Background: an optimization exercise with open tools, aiming at small area and a short achievable clock period. Do not read the settings as production practice.
In this exercise RTL edits were held to simulation tests only and were not proved equivalent to the original.
No activity file was given, so power comes from the tool's default toggle rates.

===== design/flow/design.v =====
module sys_matmul_stream #(
  parameter int N      = 3,
  parameter int DW     = 8,
  parameter int ACC_W  = 2*DW + $clog2(N),
  parameter int SIGNED = 0
) (
  input  logic             CLK,
  input  logic             rst_n,
  input  logic             vld_in,
  output logic             rdy_in,
  input  logic [DW-1:0]    a,
  input  logic [DW-1:0]    b,
  input  logic             keep,
  output logic             vld_out,
  input  logic             rdy_out,
  output logic [ACC_W-1:0] c,
  output logic             last_out,
  output logic             busy,
  output logic [1:0]       dbg_state
);
  localparam int IW = (N > 1) ? $clog2(N) : 1;
  localparam logic [IW-1:0] I_LAST = IW'(N-1);
  localparam logic [IW-1:0] I_ONE  = IW'(1);
  typedef enum logic [1:0] {S_LOAD = 2'd0, S_MAC = 2'd1, S_DRAIN = 2'd2} state_t;
  state_t           r_state;
  state_t           w_next;
  logic [IW-1:0]    r_i;
  logic [IW-1:0]    r_j;
  logic [IW-1:0]    r_row;
  logic [IW-1:0]    r_col;
  logic             r_keep;
  logic             r_busy;
  logic [DW-1:0]    r_col_buf [N];
  logic [DW-1:0]    r_row_buf [N];
  logic [ACC_W-1:0] r_c [N][N];
  logic w_in_hs;
  logic w_out_hs;
  logic w_last;
  logic w_clear;
  function automatic logic [ACC_W-1:0] ext(input logic [DW-1:0] x);
    if (SIGNED != 0) ext = {{(ACC_W-DW){x[DW-1]}}, x};
    else             ext = {{(ACC_W-DW){1'b0}}, x};
  endfunction
  assign rdy_in    = (r_state == S_LOAD);
  assign vld_out   = (r_state == S_DRAIN);
  assign w_last    = (r_row == I_LAST) && (r_col == I_LAST);
  assign last_out  = vld_out && w_last;
  assign c         = vld_out ? r_c[r_row][r_col] : '0;
  assign busy      = r_busy;
  assign dbg_state = r_state;
  assign w_in_hs   = vld_in && rdy_in;
  assign w_out_hs  = vld_out && rdy_out;
  assign w_clear   = (r_j == '0) && !r_keep;
  always_ff @(posedge CLK) begin
    if (!rst_n) r_state <= S_LOAD;
    else        r_state <= w_next;
  end
  always_comb begin
    w_next = r_state;
    case (r_state)
      S_LOAD:  if (w_in_hs && (r_i == I_LAST)) w_next = S_MAC;
      S_MAC:   w_next = (r_j == I_LAST) ? S_DRAIN : S_LOAD;
      S_DRAIN: if (w_out_hs && w_last) w_next = S_LOAD;
      default: w_next = S_LOAD;
    endcase
  end
  always_ff @(posedge CLK) begin
    if (!rst_n) begin
      r_i    <= '0;
      r_j    <= '0;
      r_row  <= '0;
      r_col  <= '0;
      r_keep <= 1'b0;
      r_busy <= 1'b0;
      for (int r = 0; r < N; r++) begin
        r_col_buf[r] <= '0;
        r_row_buf[r] <= '0;
        for (int s = 0; s < N; s++) r_c[r][s] <= '0;
      end
    end else begin
      if (w_in_hs) begin
        r_col_buf[r_i] <= a;
        r_row_buf[r_i] <= b;
        r_i            <= (r_i == I_LAST) ? '0 : r_i + I_ONE;
        r_busy         <= 1'b1;
        if ((r_i == '0) && (r_j == '0)) r_keep <= keep;
      end
      if (r_state == S_MAC) begin
        for (int r = 0; r < N; r++)
          for (int s = 0; s < N; s++)
            r_c[r][s] <= (w_clear ? '0 : r_c[r][s]) + ext(r_col_buf[r]) * ext(r_row_buf[s]);
        r_j <= (r_j == I_LAST) ? '0 : r_j + I_ONE;
      end
      if (w_out_hs) begin
        if (r_col == I_LAST) begin
          r_col <= '0;
          r_row <= (r_row == I_LAST) ? '0 : r_row + I_ONE;
        end else begin
          r_col <= r_col + I_ONE;
        end
        if (w_last) r_busy <= 1'b0;
      end
    end
  end
endmodule

===== design/flow/run.sh =====
#!/bin/bash
# synth_recipe.tcl (not shown) runs the flow's synth.tcl, then flattens the netlist and writes it again
# the make line also repeats each setting of config.mk as NAME=value (left out here)
make -C /OpenROAD-flow-scripts/flow DESIGN_CONFIG=/design/flow/config.mk WORK_HOME=/design/flow/orfs CLKGATE_MAP_FILE= SYNTH_SCRIPT=/design/flow/synth_recipe.tcl finish

===== design/flow/config.mk =====
export PLATFORM = sky130hd
export DESIGN_NAME = sys_matmul_stream
export DESIGN_NICKNAME = sys_matmul_stream
export VERILOG_FILES = /design/flow/design.v
export SDC_FILE = /design/flow/constraint.sdc
export NUM_CORES = 4
export LEC_CHECK = 0
export CAP_MARGIN = 20
export CORE_MARGIN = 2
export CORE_UTILIZATION = 40
export SLEW_MARGIN = 20

===== design/flow/constraint.sdc =====
create_clock -name core_clock -period 8.0 [get_ports {CLK}]
set_input_delay 1.6000 -clock core_clock [delete_from_list [all_inputs] [get_ports {CLK}]]
set_output_delay 1.6000 -clock core_clock [all_outputs]
set_load 0.01 [all_outputs]

==> flow_summary.json <==
{
  "period_needed_ns": 6.459,
  "synth_top_cell_by_area": "fa_1",
  "slew_headroom_pct": 27.53,
  "first_global_vias": 29940,
  "dp_hpwl_um": 88490,
  "syn_to_final_growth_pct": 7.139,
  "grt_pass1_wl_um": 178300,
  "vdd_ir_drop_max_uv": 116.4,
  "cts_setup_buffers": 0,
  "synth_top_area_share_pct": 23.67,
  "syn_inst": 4527,
  "fin_skew_ns": 0.03186,
  "p_per_area_nw_per_um2": 113.6,
  "slew_viol_final": 0,
  "clk_pin_slew_ns": 0.06,
  "crit_end": "c[1]",
  "outcome": "finished clean",
  "antenna_found_initial": 8,
  "viasPerCell": 5.202,
  "synth_enable_flop_cells": 48,
  "tns_ns": 0,
  "setup_violations": 0,
  "placement_rows": 113,
  "cts-hold-fix-buffers": 0,
  "cts-resized-gates": 0,
  "vias": 29790,
  "synth.distinct_cells": 81,
  "ios": 45,
  "yosysMostFrequentCell": "inv_1",
  "ys_top_cells_by_count": "inv_1 (943), ha_1 (626), and2_1 (601)",
  "port_buffers": 44,
  "grt_max_degree": 90,
  "max_freq_mhz": 154.8,
  "clockBufferDepth": 3,
  "r2r_slack_ns": 1.96,
  "syn-num-nets": 5626,
  "num-nets-final": 5533,
  "reg2reg_from": "r_row_buf[2][3]",
  "power_w": 0.004654,
  "r2r_end": "r_c[5][17]",
  "wirelength_um": 112600,
  "final-hold-violation-count": 0,
  "cp.arrival_ns": 4.86,
  "worst_slack_ns": 1.541,
  "cp-end-kind": "output port",
  "avgSynthCellArea_um2": 8.444,
  "start_kind": "flop",
  "ant_nets": 0,
  "crit_path_start": "r_col[1]",
  "reg2reg_depth": 19,
  "grt_usage_pct": 23.51,
  "htreeDepth": 2,
  "synthFlopType": "dfxtp_1",
  "routabilityCongestion": 0.9727,
  "post_drt_wl_per_cell_um": 19.67,
  "cts_sinks": 222,
  "path_max_fanout": 31,
  "tightest_slew_ns": 1.087,
  "cap_viol_max_count": 0,
  "hold_class": "flop to flop",
  "cts_tree": "built",
  "cp.required_ns": 6.40,
  "die_height_um": 313.1,
  "fin_crit_sh_pct": 80.74,
  "preCtsSetupSlack_ns": 2.110,
  "synth_area_leaders": "fa_1 (24%), ha_1 (20%), and2_1 (9.8%)",
  "syn-cell-area_um2": 38220,
  "overflow": 0,
  "die_w_um": 313.1,
  "ys_seq_elements": 222,
  "synth_seq_area_share_pct": 12.88,
  "die_area_um2": 98050,
  "first_pass_iters": 7,
  "p_leak_nw": 21.10,
  "clkLatencyLatePin_ns": 0.60,
  "coreArea_um2": 94870,
  "clockRootBuffer": "clkbuf_16",
  "first_iter_violations": 2166,
  "cts_buffers": 35,
  "crit_type": "flop to output port",
  "start_util_pct": 40.29,
  "async_flop_share_pct": 0,
  "drive_above_1_share_pct": 3.229,
  "route.detailed.drc": 0,
  "rsz0062_at_grt": "no",
  "yosys_warnings": 2
}
-- flip-flops by register name (all words and copies together) (netlist names) --
name,flops
r_state,2
r_i,2
r_row,2
r_c,162
r_keep,1
r_busy,1
r_j,2
r_col_buf,24
r_col,2
r_row_buf,24
-- metal layers --
metal  track usage [%]  up-vias  part of all wire [%]
li1                  -    14120                     -
met3             3.136      200                   6.2
met4             10.18        0                   5.1
met1             31.78    14700                    44
met2             37.69      773                    45
met5                 0        -                     0
-- logic make-up (layout without fill, tap and decap cells) --
kind of cell             after synthesis  in the layout  share of synthesized area, %
XOR/XNOR                              68             68                         1.614
AO/OA/AOI/OAI                        606            606                         10.14
flip-flops                           222            222                         12.88
multiplexers                          44             44                         1.293
buffers and inverters               1146           1079                         11.35
other                                  0              2                             0
AND/OR/NAND/NOR                     1363           1363                         18.56
adder cells (fa/ha/maj)             1078           1078                         44.16
-- worst max-delay path: stages (launching register included) --
cell	delay (ns)
dfxtp_1	0.44
fa_1	0.46
ha_2	1.01
nand2b_1	0.24
nor2_1	0.08
xnor2_2	0.65
nand2_1	0.24
a41oi_1	0.51
clkdlybuf4s50_1	0.64
-- placed cells by master, fill, tap and decap left out, types with 12 or more instances in the layout --
master	instances
fa_1	452
nand2_1	433
buf_4	28
xnor2_1	42
or3_1	20
nor2_1	120
and3_1	17
o21ai_0	104
a211o_1	12
inv_1	942
a221oi_1	18
o22ai_1	18
ha_1	624
a21o_1	41
and2_1	601
a22oi_1	28
xor2_1	24
nor2b_1	18
edfxtp_1	48
dfxtp_1	174
nor3_1	23
a21oi_1	208
clkbuf_16	36
o21a_1	21
a211oi_1	33
nand2b_1	21
o211ai_1	20
mux2_2	23
nand3_1	57
mux2i_1	19
clkdlybuf4s50_1	43
-- power breakdown --
part / switching (W) / internal [W]
Clock: 0.000671 / 0.00104
Sequential: 0.000133 / 0.00117
Combinational: 0.000963 / 0.000675
-- layout make-up --
cell class	instances	area, um2
clock buffers	45	994.7
inverters	943	3542
repair buffers	73	665.6
clock inverters	18	232.7
fillers	9462	53920
diodes	2	5.005
multi-input cells	3159	29010
flip-flops and latches	222	4925
well taps	1265	1583
-- worst min path at each step --
stage	startpoint	end	slack, ns	cells after the start
finish	r_c[5][7]	r_c[5][7]	0.47	2
floorplan	r_c[3][12]	r_c[3][12]	0.43	2
global placement	r_c[5][2]	r_c[5][2]	0.45	2
CTS	r_c[5][7]	r_c[5][7]	0.47	2
global route	r_c[7][0]	r_c[7][0]	0.48	2
detailed placement	r_c[5][7]	r_c[5][7]	0.46	2
-- metrics by stage --
stage	std cells	hold slack [ns]	area, um2	util [%]
after global routing	5726	0.4764	40950	43.17
after CTS	5725	0.4675	40950	43.16
final	5727	0.4686	40950	43.17
after detailed placement	5662	0.4570	39720	41.87
after global placement	5662	0.4523	39720	41.87
after floorplan	4527	0.4325	38220	-

==> separate check: timing with driven ports <==
In the flow no input, the clock included, has a driving cell. The finished layout below was timed again as built, in two steps.
Step 1 assumes that a clkbuf_16 drives the clock port and a buf_2 every other input.
Step 2 also shifts input and output timing later by t, the mid clock arrival at the registers, as if the neighbouring blocks saw the same clock.
Slacks: ideal / step 1 / step 2; pairs: ideal / step 1.
t, ns: 0.656
slack for setup (ns): 1.541 / 1.470 / 1.958
hold WS [ns]: 0.469 / 0.469 / 0.469
pins driven straight from the clock port: 1
After both steps setup and hold are still met in this run. The setup slack of this run moves by -0.071 ns with the drivers and by +0.417 ns with both steps.
